What follows belongs to an exercise in optimizing a design on an open flow for small area and a short achievable clock period; a production flow would make more cautious choices.
The RTL was checked by simulation tests, not by an equivalence proof against the original design.
No activity file was given, so power comes from the tool's default toggle rates.

## job 1645
==> flow/design.v <==
package rpn_pkg;
   localparam int DW_DEF      = 16;
   localparam int CNT_W_DEF   = 10;
   localparam int PROG_AW_DEF = 8;
   typedef enum logic [1:0] {
      KIND_PUSH = 2'b00,
      KIND_OP   = 2'b01,
      KIND_END  = 2'b10,
      KIND_NOP  = 2'b11
   } kind_t;
endpackage
module rpn_prog_mem #(
   parameter int AW = 8,
   parameter int W  = 17
) (
   input  logic                step,
   input  logic                wr,
   input  logic [AW-1:0]       waddr,
   input  logic [W-1:0]        wdata,
   input  logic [2**(AW/2)-1:0] rlo,
   input  logic [2**(AW/2)-1:0] rhi,
   output logic [W-1:0]        rdata
);
   localparam int N  = 2**AW;
   localparam int HN = 2**(AW/2);
   logic [W-1:0] mem [N];
   logic [W-1:0] grp [HN];    
   for (genvar w = 0; w < N; w++) begin : g_word
      always_ff @(posedge step) begin
         if (wr && waddr == AW'(w)) mem[w] <= wdata;
      end
   end
   always_comb begin
      for (int g = 0; g < HN; g++) begin
         grp[g] = '0;
         for (int j = 0; j < HN; j++) grp[g] = grp[g] | ({W{rlo[j]}} & mem[g*HN + j]);
      end
      rdata = '0;
      for (int g = 0; g < HN; g++) rdata = rdata | ({W{rhi[g]}} & grp[g]);
   end
endmodule
module rpn_sequencer (
   input  logic        step,
   input  logic        nrst,
   input  logic        start,
   input  logic        prog_wr,
   input  logic [7:0]  prog_addr,
   input  logic [17:0] prog_data,
   output logic        busy,
   output logic        done,
   output logic        err,
   output logic [15:0] result,
   output logic        calc_nrst,
   output logic        calc_push,
   output logic [15:0] calc_d,
   output logic [1:0]  calc_op,
   input  logic [9:0]  calc_cnt,
   input  logic [15:0] calc_out,
   output logic [15:0] icount
);
   logic st_clr, st_run, st_done, st_err;
   logic [15:0] rlo, rhi;    
   logic [16:0] fi;          
   logic [8:0]  ic;          
   logic [16:0] rdata;
   logic [16:0] wenc;
   wire w_push = (prog_data[17:16] == rpn_pkg::KIND_PUSH);
   assign wenc = {w_push,
                  w_push ? prog_data[15:14] : prog_data[17:16],
                  prog_data[13:0]};
   rpn_prog_mem #(.AW(8), .W(17)) u_prog_mem (
      .step  (step),
      .wr    (prog_wr && !busy),
      .waddr (prog_addr),
      .wdata (wenc),
      .rlo   (rlo),
      .rhi   (rhi),
      .rdata (rdata)
   );
   wire f_push = fi[16];
   wire f_op   = !fi[16] && (fi[15:14] == rpn_pkg::KIND_OP);
   wire f_end  = !fi[16] && (fi[15:14] == rpn_pkg::KIND_END);
   wire full   = &calc_cnt;
   wire lt2    = ~|calc_cnt[9:1];
   wire fail   = (f_push && full) || (f_op && fi[1] && lt2);
   wire issue  = st_run && !f_end && !fail;
   wire last   = &ic[7:0];
   wire restart = start && !st_clr && !st_run;
   always_ff @(posedge step) begin
      if (!nrst) begin
         st_clr  <= 1'b0;
         st_run  <= 1'b0;
         st_done <= 1'b0;
         st_err  <= 1'b0;
      end else begin
         st_clr  <= restart;
         st_run  <= st_clr || (issue && !last);
         st_done <= !restart && (st_done || (st_run && f_end));
         st_err  <= !restart && (st_err || (st_run && fail) || (issue && last));
      end
   end
   always_ff @(posedge step) begin
      if (!nrst || restart) ic <= '0;
      else if (issue)       ic <= ic + 9'd1;
   end
   always_ff @(posedge step) begin
      if (!nrst)                 result <= '0;
      else if (st_run && f_end)  result <= calc_out;
   end
   always_ff @(posedge step) begin
      if (restart) begin
         rlo <= 16'd1;
         rhi <= 16'd1;
      end else begin
         rlo <= {rlo[14:0], rlo[15]};
         if (rlo[15]) rhi <= {rhi[14:0], rhi[15]};
      end
      fi <= rdata;
   end
   assign busy      = st_clr || st_run;
   assign done      = st_done;
   assign err       = st_err;
   assign calc_nrst = nrst && !st_clr;
   assign calc_push = st_run && f_push && !full;
   assign calc_d    = calc_push ? fi[15:0] : 16'd0;
   assign calc_op   = (st_run && f_op && !(fi[1] && lt2)) ? fi[1:0] : 2'd0;
   assign icount    = {7'd0, ic};
endmodule
Settings: LEC_CHECK=0, CAP_MARGIN=20, CORE_MARGIN=2, CORE_UTILIZATION=55, CTS_BUF_LIST=sky130_fd_sc_hd__clkbuf_16, CTS_CLUSTER_DIAMETER=60, CTS_CLUSTER_SIZE=30, SETUP_SLACK_MARGIN=3.3, SLEW_MARGIN=20, SYNTH_MEMORY_MAX_BITS=8192, TNS_END_PERCENT=20; clock period 7.0 ns.
run.sh (not shown) runs the stock make flow with config.mk's settings and CLKGATE_MAP_FILE= SYNTH_SCRIPT=/design/flow/synth_recipe.tcl, a recipe that flattens the netlist after the stock synthesis.
### job 1645 -> job 8431
# job 1645
export LEC_CHECK = 0
export CAP_MARGIN = 20
export CORE_MARGIN = 2
export CORE_UTILIZATION = 55
export CTS_BUF_LIST = sky130_fd_sc_hd__clkbuf_16
export CTS_CLUSTER_DIAMETER = 60
export CTS_CLUSTER_SIZE = 30
export SETUP_SLACK_MARGIN = 3.3
export SLEW_MARGIN = 20
export SYNTH_MEMORY_MAX_BITS = 8192
export TNS_END_PERCENT = 20
create_clock -name core_clock -period 7.0 [get_ports {step}]
# job 8431
export LEC_CHECK = 0
export CAP_MARGIN = 20
export CORE_MARGIN = 2
export CORE_UTILIZATION = 55
export CTS_BUF_LIST = sky130_fd_sc_hd__clkbuf_8
export CTS_CLUSTER_DIAMETER = 40
export CTS_CLUSTER_SIZE = 16
export SETUP_SLACK_MARGIN = 3.0
export SLEW_MARGIN = 20
export SYNTH_MEMORY_MAX_BITS = 8192
export TNS_END_PERCENT = 100
create_clock -name core_clock -period 7.0 [get_ports {step}]
==> notes.md <==
The flow did not stop early for job 8431: all stages ran, and the layout cleared the timing, DRC and antenna checks.
Job 8431 vs. job 1645: worst hold slack fell by 8.2 ps; wire length of the first global-routing pass rose by 0.66%; overall power rose by 5.1%.

---

rpn_sequencer, a different RTL version from the one above (not shown whole).
For scale: roughly 8100 cells after synthesis, roughly 4500 flip-flops, roughly 110 I/O pins, roughly 160000 um^2 of cells after synthesis.
export LEC_CHECK = 0
export CAP_MARGIN = 20
export CORE_MARGIN = 2
export CORE_UTILIZATION = 68
export CTS_BUF_LIST = sky130_fd_sc_hd__clkbuf_16
export CTS_CLUSTER_DIAMETER = 60
export CTS_CLUSTER_SIZE = 30
export SETUP_SLACK_MARGIN = 3.6
export SLEW_MARGIN = 20
export SYNTH_HIERARCHICAL = 1
export SYNTH_MEMORY_MAX_BITS = 8192
export SYNTH_MINIMUM_KEEP_SIZE = 0
export TNS_END_PERCENT = 30
create_clock -name core_clock -period 7.0 [get_ports {step}]
standard.sh (not shown) runs the stock make flow with config.mk's settings and CLKGATE_MAP_FILE= SYNTH_SCRIPT=/design/flow/synth_recipe.tcl, a recipe that flattens the netlist after the stock synthesis.
==> flow/flow/run.sh <==
#!/bin/bash
# Layout flow: the standard flow (standard.sh: ORFS synthesis through
# finish, unchanged), except that clock tree synthesis is run without dummy
# loads. Each tool's output goes to its own log in this folder, and ORFS
# keeps its per-step logs under orfs/logs/.
set -euo pipefail
export CTS_ARGS="-sink_clustering_enable -repair_clock_nets -sink_clustering_size 30 -sink_clustering_max_diameter 60 -buf_list sky130_fd_sc_hd__clkbuf_16 -dont_use_dummy_load"
bash standard.sh > standard_flow.log 2>&1
Change:
Settings changed: CAP_MARGIN 20 to 10, CORE_UTILIZATION 68 to 62, SLEW_MARGIN 20 to 10.
Effect: The changed run passed the timing, DRC and antenna checks; total power rose by 1.2%; clock skew stays flat; sequential cell count does not change; clock power rose by about 4%; via count fell by about 1.1%; register-to-register slack improved by 0.14 ns; cell count rose by about 2.6%.
Change:
Settings changed: CAP_MARGIN 10 to 20, SLEW_MARGIN 10 to 20.
Result: The new run completed with no timing, DRC or antenna violations. Via count barely changes. Wire length is about the same. Clock-buffer cell count decreases by 3. Synthesized cell count stays the same. Hold slack improved by 0.0035 ns.

[re-timing with driven ports]
Ports are ideal in the flow. The routed layouts listed here were re-timed in OpenROAD.
Step 1 (the two cells are an assumption about what drives the block):
set clk [get_ports {step}]
set_driving_cell -lib_cell sky130_fd_sc_hd__clkbuf_16 $clk
set_driving_cell -lib_cell sky130_fd_sc_hd__buf_2 [delete_from_list [all_inputs] $clk]
Step 2 times the ports against the registers' clock, not the clock port: input delays grow and output delays shrink by t, the midpoint of the rising clock arrivals with the driver on.
Slacks: ideal ports / drivers / drivers and shift; pairs: ideal ports / drivers.
run | t (ns) | slack for setup (ns) | hold slack, ns | cell pins on the clock port's net
job 1645 | 1.026 | 2.801 / 2.801 / 1.883 | 0.471 / 0.471 / 0.471 | 1
job 8431 | 1.295 | 2.709 / 2.709 / 1.746 | 0.463 / 0.463 / 0.463 | 1
the first run of note 2 | 0.990 | 3.287 / 2.917 / 2.917 | 0.341 / 0.341 / 0.341 | 1
the second run of note 2 | 0.981 | 3.428 / 3.135 / 3.135 | 0.376 / 0.376 / 0.376 | 1
the third run of note 2 | 0.991 | 3.444 / 3.190 / 3.190 | 0.380 / 0.380 / 0.380 | 1
After both steps every run listed still meets setup and hold. The setup slack of job 8431, which loses most, moves by 0.000 ns with the drivers and by -0.963 ns with both steps.
